Background: an optimization exercise with open tools, aiming at small area. Do not read the settings as production practice.
Function was checked by simulation only, so behaviour that the tests miss may differ from the original.
No activity file was given, so power comes from the tool's default toggle rates.

==> run a: inputs <==
==> flow/design.v <==
module rf_inv (input logic a, output logic y);
    assign y = ~a;
endmodule
module rf_nand2 (input logic a, b, output logic y);
    assign y = ~(a & b);
endmodule
module rf_nand3 (input logic a, b, c, output logic y);
    assign y = ~(a & b & c);
endmodule
module rf_nand4 (input logic a, b, c, d, output logic y);
    assign y = ~(a & b & c & d);
endmodule
module rf_nor2 (input logic a, b, output logic y);
    assign y = ~(a | b);
endmodule
module rf_nor3 (input logic a, b, c, output logic y);
    assign y = ~(a | b | c);
endmodule
module rf_nor4 (input logic a, b, c, d, output logic y);
    assign y = ~(a | b | c | d);
endmodule
module rf_a21oi (input logic a1, a2, b1, output logic y);
    assign y = ~((a1 & a2) | b1);
endmodule
module rf_o22ai (input logic a1, a2, b1, b2, output logic y);
    assign y = ~((a1 | a2) & (b1 | b2));
endmodule
module rf_a222oi (input logic a1, a2, b1, b2, c1, c2, output logic y);
    assign y = ~((a1 & a2) | (b1 & b2) | (c1 & c2));
endmodule
module rf_xnor2 (input logic a, b, output logic y);
    assign y = ~(a ^ b);
endmodule
module rf_rdec (
    input  logic [4:0]  a,
    output logic [31:1] sel,
    output logic        nz
);
    logic [4:0]  an;
    logic [3:0]  lo;
    logic [7:0]  hi;
    logic [31:0] sn;
    for (genvar b = 0; b < 5; b++) begin : g_inv
        rf_inv u_i (.a(a[b]), .y(an[b]));
    end
    rf_nor2 u_lo0 (.a(a[1]),  .b(a[0]),  .y(lo[0]));
    rf_nor2 u_lo1 (.a(a[1]),  .b(an[0]), .y(lo[1]));
    rf_nor2 u_lo2 (.a(an[1]), .b(a[0]),  .y(lo[2]));
    rf_nor2 u_lo3 (.a(an[1]), .b(an[0]), .y(lo[3]));
    for (genvar k = 0; k < 8; k++) begin : g_hi
        rf_nor3 u_h (
            .a(k[2] ? an[4] : a[4]),
            .b(k[1] ? an[3] : a[3]),
            .c(k[0] ? an[2] : a[2]),
            .y(hi[k])
        );
    end
    for (genvar i = 0; i < 32; i++) begin : g_sel
        rf_nand2 u_n (.a(hi[i / 4]), .b(lo[i % 4]), .y(sn[i]));
        if (i == 0) begin : g_z
            assign nz = sn[0];
        end else begin : g_s
            rf_inv u_s (.a(sn[i]), .y(sel[i]));
        end
    end
endmodule
module rf_wdec (
    input  logic [4:0]  a,
    input  logic        we,
    input  logic        rst,       
    output logic [31:1] en,
    output logic [31:1] en_n
);
    logic [4:0]  an;
    logic        wen;
    logic [3:0]  lo;
    logic [7:0]  whi;
    logic [31:1] t;
    for (genvar b = 0; b < 5; b++) begin : g_inv
        rf_inv u_i (.a(a[b]), .y(an[b]));
    end
    rf_inv u_wen (.a(we), .y(wen));
    rf_nor2 u_lo0 (.a(a[1]),  .b(a[0]),  .y(lo[0]));
    rf_nor2 u_lo1 (.a(a[1]),  .b(an[0]), .y(lo[1]));
    rf_nor2 u_lo2 (.a(an[1]), .b(a[0]),  .y(lo[2]));
    rf_nor2 u_lo3 (.a(an[1]), .b(an[0]), .y(lo[3]));
    for (genvar k = 0; k < 8; k++) begin : g_hi
        rf_nor4 u_h (
            .a(wen),
            .b(k[2] ? an[4] : a[4]),
            .c(k[1] ? an[3] : a[3]),
            .d(k[0] ? an[2] : a[2]),
            .y(whi[k])
        );
    end
    for (genvar i = 1; i < 32; i++) begin : g_en
        rf_a21oi u_t  (.a1(whi[i / 4]), .a2(lo[i % 4]), .b1(rst), .y(t[i]));
        rf_inv   u_e  (.a(t[i]),  .y(en[i]));
        rf_inv   u_en (.a(en[i]), .y(en_n[i]));
    end
endmodule
module rf_rdbit (
    input  logic [31:1] s,
    input  logic [31:1] d,
    input  logic        ph,
    output logic        y
);
    logic [10:0] n;    
    logic [2:0]  p;    
    logic        o_n;
    for (genvar k = 0; k < 10; k++) begin : g_aoi
        rf_a222oi u_aoi (
            .a1(s[3*k+1]), .a2(d[3*k+1]),
            .b1(s[3*k+2]), .b2(d[3*k+2]),
            .c1(s[3*k+3]), .c2(d[3*k+3]),
            .y (n[k])
        );
    end
    rf_nand2 u_n31 (.a(s[31]), .b(d[31]), .y(n[10]));
    rf_nand4 u_p0 (.a(n[0]), .b(n[1]), .c(n[2]), .d(n[3]), .y(p[0]));
    rf_nand4 u_p1 (.a(n[4]), .b(n[5]), .c(n[6]), .d(n[7]), .y(p[1]));
    rf_nand3 u_p2 (.a(n[8]), .b(n[9]), .c(n[10]),          .y(p[2]));
    rf_nor3  u_o  (.a(p[0]), .b(p[1]), .c(p[2]), .y(o_n));
    rf_xnor2 u_y  (.a(o_n), .b(ph), .y(y));
endmodule
module reg_file #(
    parameter int DATA_W = 32,
    parameter int ADDR_W = 5
) (
    input  logic              clk,
    input  logic              rst_n,
    input  logic              RegWrite,
    input  logic [ADDR_W-1:0] WriteReg,
    input  logic [DATA_W-1:0] WriteData,
    input  logic [ADDR_W-1:0] ReadReg1,
    input  logic [ADDR_W-1:0] ReadReg2,
    output logic [DATA_W-1:0] ReadData1,
    output logic [DATA_W-1:0] ReadData2,
    input  logic [ADDR_W-1:0] DbgReg,
    output logic [DATA_W-1:0] DbgData
);
    localparam int DEPTH = 32;
    logic [DEPTH-1:1][DATA_W-1:0] regs;    
    logic              phase, phase_d;
    logic              rst;
    logic [DATA_W-1:0] wx;                  
    logic [DEPTH-1:1]  en, en_n;
    logic [DEPTH-1:1]  sel1, sel2, sel3;
    logic [2:0]        nz;                  
    logic [2:0]        pe;                  
    rf_inv  u_rst (.a(rst_n), .y(rst));
    rf_nor2 u_phd (.a(rst), .b(phase), .y(phase_d));
    always_ff @(posedge clk) begin
        phase <= phase_d;
    end
    for (genvar j = 0; j < DATA_W; j++) begin : g_wx
        logic u;
        rf_xnor2 u_x (.a(WriteData[j]), .b(phase), .y(u));
        rf_nand2 u_n (.a(rst_n), .b(u), .y(wx[j]));
    end
    rf_wdec u_wdec (.a(WriteReg), .we(RegWrite), .rst(rst), .en(en), .en_n(en_n));
    for (genvar i = 1; i < DEPTH; i++) begin : g_reg
        logic [DATA_W-1:0] nxt;
        for (genvar j = 0; j < DATA_W; j++) begin : g_bit
            rf_o22ai u_nx (.a1(en_n[i]), .a2(wx[j]), .b1(en[i]), .b2(regs[i][j]), .y(nxt[j]));
        end
        always_ff @(posedge clk) begin
            regs[i] <= nxt;
        end
    end
    rf_rdec u_rdec1 (.a(ReadReg1), .sel(sel1), .nz(nz[0]));
    rf_rdec u_rdec2 (.a(ReadReg2), .sel(sel2), .nz(nz[1]));
    rf_rdec u_rdec3 (.a(DbgReg),   .sel(sel3), .nz(nz[2]));
    for (genvar p = 0; p < 3; p++) begin : g_pe
        logic u;
        rf_nand2 u_n (.a(phase), .b(nz[p]), .y(u));
        rf_inv   u_i (.a(u), .y(pe[p]));
    end
    for (genvar j = 0; j < DATA_W; j++) begin : g_bit
        logic [DEPTH-1:1] col;
        for (genvar i = 1; i < DEPTH; i++) begin : g_col
            assign col[i] = regs[i][j];
        end
        rf_rdbit u_rd1 (.s(sel1), .d(col), .ph(pe[0]), .y(ReadData1[j]));
        rf_rdbit u_rd2 (.s(sel2), .d(col), .ph(pe[1]), .y(ReadData2[j]));
        rf_rdbit u_rd3 (.s(sel3), .d(col), .ph(pe[2]), .y(DbgData[j]));
    end
endmodule
==> flow/flow/run.sh <==
#!/bin/bash
# Standard synthesis, then the standard layout with: every combinational cell first set to
# its smallest size (synthesis upsizes many), the smallest buffer on each port, and a leaner
# clock tree (no dummy loads, larger sink clusters).
set -euo pipefail
bash standard.sh synth > synth.log 2>&1
bash standard.sh \
  "PRE_GLOBAL_PLACE_TCL=$PWD/flow/downsize.tcl" \
  "BUFFER_PORTS_ARGS=-buffer_cell sky130_fd_sc_hd__buf_1" \
  "CTS_ARGS=-sink_clustering_enable -repair_clock_nets -dont_use_dummy_load -sink_clustering_size 25 -sink_clustering_max_diameter 70" \
  finish > layout.log 2>&1
==> flow/flow/downsize.tcl <==
# Give every combinational cell the smallest-area drive strength of its kind (ties go to the
# stronger cell). Flip-flops are left as synthesis made them. Later repair steps upsize where
# timing, slew or capacitance need it.
set db [ord::get_db]
set best [dict create]
foreach lib [$db getLibs] {
  foreach m [$lib getMasters] {
    set n [$m getName]
    if {![regexp {^(sky130_fd_sc_hd__[a-z0-9]+)_([0-9]+)$} $n -> base drv]} { continue }
    if {[lsearch -exact $::env(DONT_USE_CELLS) $n] >= 0} { continue }
    set a [expr {[$m getWidth] * [$m getHeight]}]
    if {[dict exists $best $base]} {
      lassign [dict get $best $base] ba bd bn
      if {$a > $ba || ($a == $ba && $drv <= $bd)} { continue }
    }
    dict set best $base [list $a $drv $n $m]
  }
}
set swapped 0
foreach inst [[ord::get_db_block] getInsts] {
  set n [[$inst getMaster] getName]
  if {![regexp {^(sky130_fd_sc_hd__[a-z0-9]+)_([0-9]+)$} $n -> base drv]} { continue }
  if {[string match {sky130_fd_sc_hd__*df*} $n]} { continue }
  if {![dict exists $best $base]} { continue }
  lassign [dict get $best $base] ba bd to tm
  if {$to ne $n} {
    $inst swapMaster $tm
    incr swapped
  }
}
puts "downsize: swapped $swapped instances"
==> flow/standard.sh <==
#!/bin/bash
# synth_recipe.tcl (not shown) runs the flow's synth.tcl, then flattens the netlist and writes it again
# the make line also repeats each setting of config.mk as NAME=value (left out here)
make -C /OpenROAD-flow-scripts/flow DESIGN_CONFIG=/design/flow/config.mk WORK_HOME=/design/flow/orfs CLKGATE_MAP_FILE= SYNTH_SCRIPT=/design/flow/synth_recipe.tcl "${@:-finish}"
==> flow/config.mk <==
export PLATFORM = sky130hd
export DESIGN_NAME = reg_file
export DESIGN_NICKNAME = reg_file
export VERILOG_FILES = /design/flow/design.v
export SDC_FILE = /design/flow/constraint.sdc
export NUM_CORES = 4
export LEC_CHECK = 0
export CAP_MARGIN = 20
export CELL_PAD_IN_SITES_DETAIL_PLACEMENT = 1
export CELL_PAD_IN_SITES_GLOBAL_PLACEMENT = 1
export CORE_MARGIN = 2
export CORE_UTILIZATION = 40
export GPL_TIMING_DRIVEN = 0
export SLEW_MARGIN = 20
export SYNTH_HIERARCHICAL = 1
export SYNTH_MINIMUM_KEEP_SIZE = 0
==> flow/constraint.sdc <==
create_clock -name core_clock -period 7.0 [get_ports {clk}]
set_input_delay 1.4000 -clock core_clock [delete_from_list [all_inputs] [get_ports {clk}]]
set_output_delay 1.4000 -clock core_clock [all_outputs]
set_load 0.01 [all_outputs]
==> run b: changes against run a <==
--- a/flow/design.v
+++ b/flow/design.v
@@ -30,6 +30,9 @@
 endmodule
 module rf_xnor2 (input logic a, b, output logic y);
     assign y = ~(a ^ b);
+endmodule
+module rf_xor2 (input logic a, b, output logic y);
+    assign y = a ^ b;
 endmodule
 module rf_rdec (
     input  logic [4:0]  a,
@@ -154,9 +157,10 @@
         phase <= phase_d;
     end
     for (genvar j = 0; j < DATA_W; j++) begin : g_wx
-        logic u;
-        rf_xnor2 u_x (.a(WriteData[j]), .b(phase), .y(u));
-        rf_nand2 u_n (.a(rst_n), .b(u), .y(wx[j]));
+        logic u, xn;
+        rf_xor2 u_x (.a(WriteData[j]), .b(phase), .y(u));
+        rf_nor2 u_n (.a(rst), .b(u), .y(xn));
+        rf_inv  u_i (.a(xn), .y(wx[j]));
     end
     rf_wdec u_wdec (.a(WriteReg), .we(RegWrite), .rst(rst), .en(en), .en_n(en_n));
     for (genvar i = 1; i < DEPTH; i++) begin : g_reg
--- a/flow/flow/run.sh
+++ b/flow/flow/run.sh
@@ -7,5 +7,5 @@
 bash standard.sh \
   "PRE_GLOBAL_PLACE_TCL=$PWD/flow/downsize.tcl" \
   "BUFFER_PORTS_ARGS=-buffer_cell sky130_fd_sc_hd__buf_1" \
-  "CTS_ARGS=-sink_clustering_enable -repair_clock_nets -dont_use_dummy_load -sink_clustering_size 25 -sink_clustering_max_diameter 70" \
+  "CTS_ARGS=-sink_clustering_enable -repair_clock_nets -dont_use_dummy_load -sink_clustering_size 30 -sink_clustering_max_diameter 80" \
   finish > layout.log 2>&1
--- a/flow/config.mk
+++ b/flow/config.mk
@@ -5,12 +5,12 @@
 export SDC_FILE = /design/flow/constraint.sdc
 export NUM_CORES = 4
 export LEC_CHECK = 0
-export CAP_MARGIN = 20
+export CAP_MARGIN = 10
 export CELL_PAD_IN_SITES_DETAIL_PLACEMENT = 1
 export CELL_PAD_IN_SITES_GLOBAL_PLACEMENT = 1
 export CORE_MARGIN = 2
 export CORE_UTILIZATION = 40
 export GPL_TIMING_DRIVEN = 0
-export SLEW_MARGIN = 20
+export SLEW_MARGIN = 10
 export SYNTH_HIERARCHICAL = 1
 export SYNTH_MINIMUM_KEEP_SIZE = 0
==> results.txt <==
- Flip-flop and latch count is the same in run b and run a.
- Run b completed, yet does not pass: capacitance limit. Run a went through all stages and came out clean.
- Against run a, the first-iteration DRC count of run b is larger by 1.4%.
- Worst setup slack: run a is lower than run b (42 ps).
- Of run b and run a, run b has the higher wire length (gap 1.0%, measured against run a).
- Combinational power is about the same in run b and run a.
- In run b the hold slack is higher than in run a, by 5.4 ps.
==> figures <==
                                                                                     run b           run a
Result of the run                                                          failed layout checks  finished clean
Layout check failures                                                    capacitance limit               -
Least-Margin Pin Slew                                                              1490 ps         1360 ps
Share of total power in combinational logic                                          18.8%           18.1%
Hold endpoint                                                                    regs[827]       regs[535]
Worst Skew                                                                         48.7 ps         29.5 ps
Global routing met1 resource utilization                                             59.0%           59.9%
Count of distinct cell types in the synthesized netlist                                 13              12
Mean number of vias per cell                                                          8.75            8.77
CP max stage delay                                                                  940 ps          760 ps
Register area                                                                   0.0199 mm²      0.0199 mm²
MaxCap Viol Count                                                                        1               0
Largest net degree at the start of global routing                                       65              37
Non-clock buffer instance count of the final layout                                    152             165
Weighted congestion reported at the end of routability-driven placement              0.903           0.890

## port drivers added, routing unchanged
Ports are ideal in the flow. The routed layouts listed here were re-timed in OpenROAD.
Step 1 (the two cells are an assumption about what drives the block):
set clk [get_ports {clk}]
set_driving_cell -lib_cell sky130_fd_sc_hd__clkbuf_16 $clk
set_driving_cell -lib_cell sky130_fd_sc_hd__buf_2 [delete_from_list [all_inputs] $clk]
Step 2 times the ports against the registers' clock, not the clock port: input delays grow and output delays shrink by t, the midpoint of the rising clock arrivals with the driver on.
Slacks: ideal / step 1 / step 2; pairs: ideal / step 1.
run	t (ns)	setup WS [ns]	worst hold slack (ns)	worst data-port slew with drivers (ns)
run a	0.751	0.451 / 0.427 / 0.427	0.488 / 0.488 / 0.488	0.09
run b	0.781	0.493 / 0.462 / 0.462	0.494 / 0.494 / 0.494	0.20
For run b, which loses most, drivers alone change the setup slack by -0.031 ns; drivers and shift together by -0.031 ns.
